From an optimization exercise on the open Yosys and OpenROAD flow, aimed at small area, a short achievable clock period and few clock cycles per item; shortcuts taken in it are not production practice. The RTL was checked by simulation tests, not by an equivalence proof against the original design. Power is estimated from default activity; no workload was simulated. The flow treats the clock pin as an ideal source, which a real chip does not have.

==> v35: inputs <==
## upscale2x_top
module upscale2x_top (
    input  logic        i_clk,
    input  logic        i_rst_n,
    input  logic        i_cfg_we,
    input  logic [0:0]  i_cfg_idx,
    input  logic [10:0] i_cfg_data,
    input  logic        i_pix_valid,
    output logic        o_pix_ready,
    input  logic [7:0]  i_pix_data,
    output logic        o_res_valid,
    input  logic        i_res_ready,
    output logic [10:0] o_res_row,
    output logic [10:0] o_res_col,
    output logic [7:0]  o_res_pixel,
    output logic        o_res_run_last,
    output logic        o_res_frame_end
);
==> flow/config.mk <==
export PLATFORM = sky130hd
export DESIGN_NAME = upscale2x_top
export DESIGN_NICKNAME = upscale2x_top
export VERILOG_FILES = /design/flow/design.v
export SDC_FILE = /design/flow/constraint.sdc
export NUM_CORES = 4
export LEC_CHECK = 0
export CAP_MARGIN = 20
export CORE_MARGIN = 2
export CORE_UTILIZATION = 65
export CTS_BUF_LIST = sky130_fd_sc_hd__clkbuf_16
export CTS_CLUSTER_DIAMETER = 70
export CTS_CLUSTER_SIZE = 30
export PLACE_DENSITY = 0.75
export SETUP_SLACK_MARGIN = 3.7
export SLEW_MARGIN = 20
==> flow/constraint.sdc <==
create_clock -name core_clock -period 6.0 [get_ports {i_clk}]
set_input_delay 1.2000 -clock core_clock [delete_from_list [all_inputs] [get_ports {i_clk}]]
set_output_delay 1.2000 -clock core_clock [all_outputs]
set_load 0.01 [all_outputs]
standard.sh (not shown) runs the stock make flow with config.mk's settings and CLKGATE_MAP_FILE= SYNTH_SCRIPT=/design/flow/synth_recipe.tcl, a recipe that flattens the netlist after the stock synthesis.
==> flow/flow/run.sh <==
#!/bin/bash
# The standard layout, with clock tree synthesis told not to add dummy loads
export CTS_ARGS="-sink_clustering_enable -repair_clock_nets -sink_clustering_size 30 -sink_clustering_max_diameter 70 -buf_list sky130_fd_sc_hd__clkbuf_16 -dont_use_dummy_load"
bash standard.sh MATCH_CELL_FOOTPRINT=0 finish > standard.log 2>&1
==> v36: changes against v35 <==
--- a/flow/design.v
+++ b/flow/design.v
@@ -3,51 +3,51 @@
     localparam int CFG_IDX_W      = 1;
     localparam int COORD_W        = 11;
     localparam int DEF_MAX_WIDTH  = 256;
     localparam int DEF_MAX_HEIGHT = 1024;
     localparam int DEF_PIXEL_BITS = 8;
 endpackage
 module usc_line_ram #(
-    parameter int SPACING = 8,
-    parameter int PORTS   = 32,
+    parameter int SPACING = 4,
+    parameter int PORTS   = 64,
+    parameter int POS_W   = 8,
     parameter int DATA_W  = usc_pkg::DEF_PIXEL_BITS
 ) (
-    input  logic                 i_clk,
-    input  logic [PORTS-1:0]     i_sel,
-    input  logic [DATA_W-1:0]    i_wdata,
-    output logic [DATA_W-1:0]    o_rdata
+    input  logic              i_clk,
+    input  logic              i_we,
+    input  logic [POS_W-1:0]  i_slot_pos,
+    input  logic [DATA_W-1:0] i_wdata,
+    output logic [DATA_W-1:0] o_rdata
 );
     localparam int RING = SPACING * PORTS;
+    localparam int PW   = (PORTS > 1) ? $clog2(PORTS) : 1;
     logic [RING-1:0][DATA_W-1:0]  r_ring;
     logic [PORTS-1:0][DATA_W-1:0] port_q;
+    logic [PW-1:0]                port;
+    assign port = PW'(i_slot_pos / SPACING);
     for (genvar k = 0; k < PORTS; k++) begin : g_port
-        assign port_q[k] = i_sel[k] ? r_ring[k * SPACING] : '0;
+        assign port_q[k] = r_ring[k * SPACING];
     end
     for (genvar j = 0; j < RING; j++) begin : g_stage
         localparam int NEXT = (j + 1) % RING;
         if (NEXT % SPACING == 0) begin : g_wr
             always_ff @(posedge i_clk) begin
-                if (i_sel[NEXT / SPACING]) begin
+                if (i_we && port == PW'(NEXT / SPACING)) begin
                     r_ring[j] <= i_wdata;
                 end else begin
                     r_ring[j] <= r_ring[NEXT];
                 end
             end
         end else begin : g_sh
             always_ff @(posedge i_clk) begin
                 r_ring[j] <= r_ring[NEXT];
             end
         end
     end
-    always_comb begin
-        o_rdata = '0;
-        for (int k = 0; k < PORTS; k++) begin
-            o_rdata = o_rdata | port_q[k];
-        end
-    end
+    assign o_rdata = port_q[port];
 endmodule
 module usc_emit #(
     parameter int PIXEL_BITS = usc_pkg::DEF_PIXEL_BITS,
     parameter int CW         = 8,
     parameter int RW         = 10
 ) (
     input  logic                  i_clk,
@@ -282,18 +282,14 @@
             r_a_last_col <= cur_last_col;
         end
     end
     logic [PW-1:0]         r_zero_pos;
     logic [PW-1:0]         r_pos;
     logic [PW-1:0]         zero_pos_n;
     logic [PW-1:0]         pos_n;
-    logic [PORTS-1:0]      r_sel;
-    logic                  r_step;
-    logic                  step_n;
-    logic [PW-1:0]         port_n;
     logic [QW:0]           r_q_count;
     logic [QW:0]           q_count_n;
     logic                  r_q_full;
     logic                  r_q_empty;
     logic                  q_full_n;
     logic                  q_empty_n;
     logic                  r_at_port;
@@ -309,55 +305,51 @@
             d = p - 1'b1;
         end
         ring_dec = d;
     endfunction
     function automatic logic at_port(input logic [PW-1:0] p);
         at_port = ((p % SPACING) == 0);
     endfunction
-    assign step       = r_step;
-    assign step_n     = a_valid_n && at_port(pos_n) && !q_full_n;
+    assign step       = r_a_valid && r_at_port && !r_q_full;
     assign zero_pos_n = ring_dec(r_zero_pos);
-    assign port_n     = pos_n / SPACING;
     assign pos_n      = !step ? ring_dec(r_pos) : (r_a_last_col ? zero_pos_n : r_pos);
     assign a_valid_n  = accept || (r_a_valid && !step);
     assign q_count_n  = r_q_count + step - pop;
     assign q_full_n   = (r_q_count == QDEPTH) ? !pop : ((r_q_count == QDEPTH - 1) && step && !pop);
     assign q_empty_n  = (r_q_count == '0) ? !step : ((r_q_count == 1) && pop && !step);
     always_ff @(posedge i_clk) begin
         if (!i_rst_n) begin
             r_zero_pos <= '0;
             r_pos      <= '0;
-            r_sel      <= '0;
-            r_step     <= 1'b0;
             r_a_valid  <= 1'b0;
             r_q_count  <= '0;
             r_q_full   <= 1'b0;
             r_q_empty  <= 1'b1;
             r_at_port  <= 1'b1;
             r_ready    <= 1'b1;
         end else begin
             r_zero_pos <= zero_pos_n;
             r_pos      <= pos_n;
-            r_sel      <= step_n ? (PORTS'(1) << port_n) : '0;
-            r_step     <= step_n;
             r_a_valid  <= a_valid_n;
             r_q_count  <= q_count_n;
             r_q_full   <= q_full_n;
             r_q_empty  <= q_empty_n;
             r_at_port  <= at_port(pos_n);
             r_ready    <= !a_valid_n || (at_port(pos_n) && !q_full_n);
         end
     end
     usc_line_ram #(
         .SPACING (SPACING),
         .PORTS   (PORTS),
+        .POS_W   (PW),
         .DATA_W  (PIXEL_BITS)
     ) u_line_ram (
         .i_clk      (i_clk),
-        .i_sel      (r_sel),
+        .i_we       (step),
+        .i_slot_pos (r_pos),
         .i_wdata    (r_a_pix),
         .o_rdata    (above)
     );
     logic [QDEPTH-1:0][PIXEL_BITS-1:0] r_q_pix;
     logic [QDEPTH-1:0][PIXEL_BITS-1:0] r_q_above;
     logic [QDEPTH-1:0][1:0]            r_q_last;
     for (genvar i = 0; i < QDEPTH; i++) begin : g_q
@@ -369,20 +361,16 @@
             assign next_above = r_q_above[i + 1];
             assign next_last  = r_q_last[i + 1];
         end else begin : g_end
             assign next_pix   = r_q_pix[i];
             assign next_above = r_q_above[i];
             assign next_last  = r_q_last[i];
         end
-        logic load_here;
-        logic load_shift;
-        assign load_here  = step && (r_q_count == (QW+1)'(i));
-        assign load_shift = step && (r_q_count == (QW+1)'(i + 1));
         always_ff @(posedge i_clk) begin
-            if (pop ? load_shift : load_here) begin
+            if (step && r_q_count == (QW+1)'(pop ? i + 1 : i)) begin
                 r_q_pix[i]   <= r_a_pix;
                 r_q_above[i] <= above;
                 r_q_last[i]  <= {r_a_last_row, r_a_last_col};
             end else if (pop) begin
                 r_q_pix[i]   <= next_pix;
                 r_q_above[i] <= next_above;
                 r_q_last[i]  <= next_last;
==> flow/run.sh (new file) <==
#!/bin/bash
# synth_recipe.tcl (not shown) runs the flow's synth.tcl, then flattens the netlist and writes it again
# the make line also repeats each setting of config.mk as NAME=value (left out here)
make -C /OpenROAD-flow-scripts/flow DESIGN_CONFIG=/design/flow/config.mk WORK_HOME=/design/flow/orfs CLKGATE_MAP_FILE= SYNTH_SCRIPT=/design/flow/synth_recipe.tcl finish
CORE_UTILIZATION = 50   (was 65)
CTS_CLUSTER_DIAMETER = 60   (was 70)
CTS_CLUSTER_SIZE = 25   (was 30)
PLACE_DENSITY = 0.6   (was 0.75)
SETUP_SLACK_MARGIN = 3.4   (was 3.7)
removed: flow/flow/run.sh
removed: flow/standard.sh
==> qor summary <==
| item | v36 | v35 |
|---|---|---|
| Result of the run | no timing/DRC/antenna violations | no timing/DRC/antenna violations |
| Fraction of standard cell area in multi-input logic | 15.9% | 15.3% |
| Total power density per cell area | 464 nW/um^2 | 428 nW/um^2 |
| Met1 track demand over resource | 24.2% | 30.7% |
| Initial drt markers | 1327 | 1655 |
| Final critical path time including I/O delays and setup | 2.70 ns | 2.40 ns |
| Area overhead of the layout relative to synthesis | 12.8% | 8.90% |
| Met2 track demand over resource | 26.3% | 32.1% |
| Share of power burned in the clock network | 30.0% | 25.4% |
| Total clock network power | 9.02 mW | 6.81 mW |
| Final instance count without filler cells | 5291 | 4879 |
| Cell area after synthesis | 57400 um^2 | 57500 um^2 |
| Multi-input combinational cell count | 1134 | 1126 |
| Clock transition time at the flip-flop clock pins of the worst setup and hold paths | 0.09 ns | 0.10 ns |
| Required time reported for the critical path endpoint | 6.47 ns | 4.80 ns |
| Final-layout clock-cell area share | 6.07% | 3.56% |
| Kind of critical path | register to register | register to output pin |
| Share of the yosys chip area belonging to registers | 82.1% | 83.2% |
| Largest stage delay on the critical path | 0.55 ns | 0.41 ns |
| Yosys reg bits | 2281 | 2312 |
| First-pass GRT wire length | 149 mm | 141 mm |
| Number of standard-cell rows in the floorplan | 124 | 109 |
| Post-route worst setup slack | 3.30 ns | 3.60 ns |
| Initial antenna violation count | 3 | 1 |
Testbench counts of v35, summed over its fixed seeds: cycles 177,538, items 176,616.
Testbench counts of v36, summed over its fixed seeds: cycles 177,538, items 176,616.

port drivers added, routing unchanged:
In the flow no input, the clock included, has a driving cell. The finished layouts below were timed again as built, in two steps. Step 1: set_driving_cell puts a clkbuf_16 on i_clk and a buf_2 on each other input, an assumption about the parent block. Step 2 times the ports against the registers' clock, not the clock port: input delays grow and output delays shrink by t, the midpoint of the rising clock arrivals with the driver on. a / b / c = ideal / step 1 / step 2; a / b = the first two.
| run | shift t [ns] | setup slack, ns | worst setup path after step 2 | clock arrival spread, ns |
|---|---|---|---|---|
| v35 | 0.703 | 3.603 / 3.540 / 2.939 | input to register | 0.069 / 0.069 |
| v36 | 0.782 | 3.297 / 3.297 / 2.775 | input to register | 0.041 / 0.040 |
After both steps every run listed still meets setup and hold. The setup slack of v35, which loses most, moves by -0.063 ns with the drivers and by -0.664 ns with both steps.
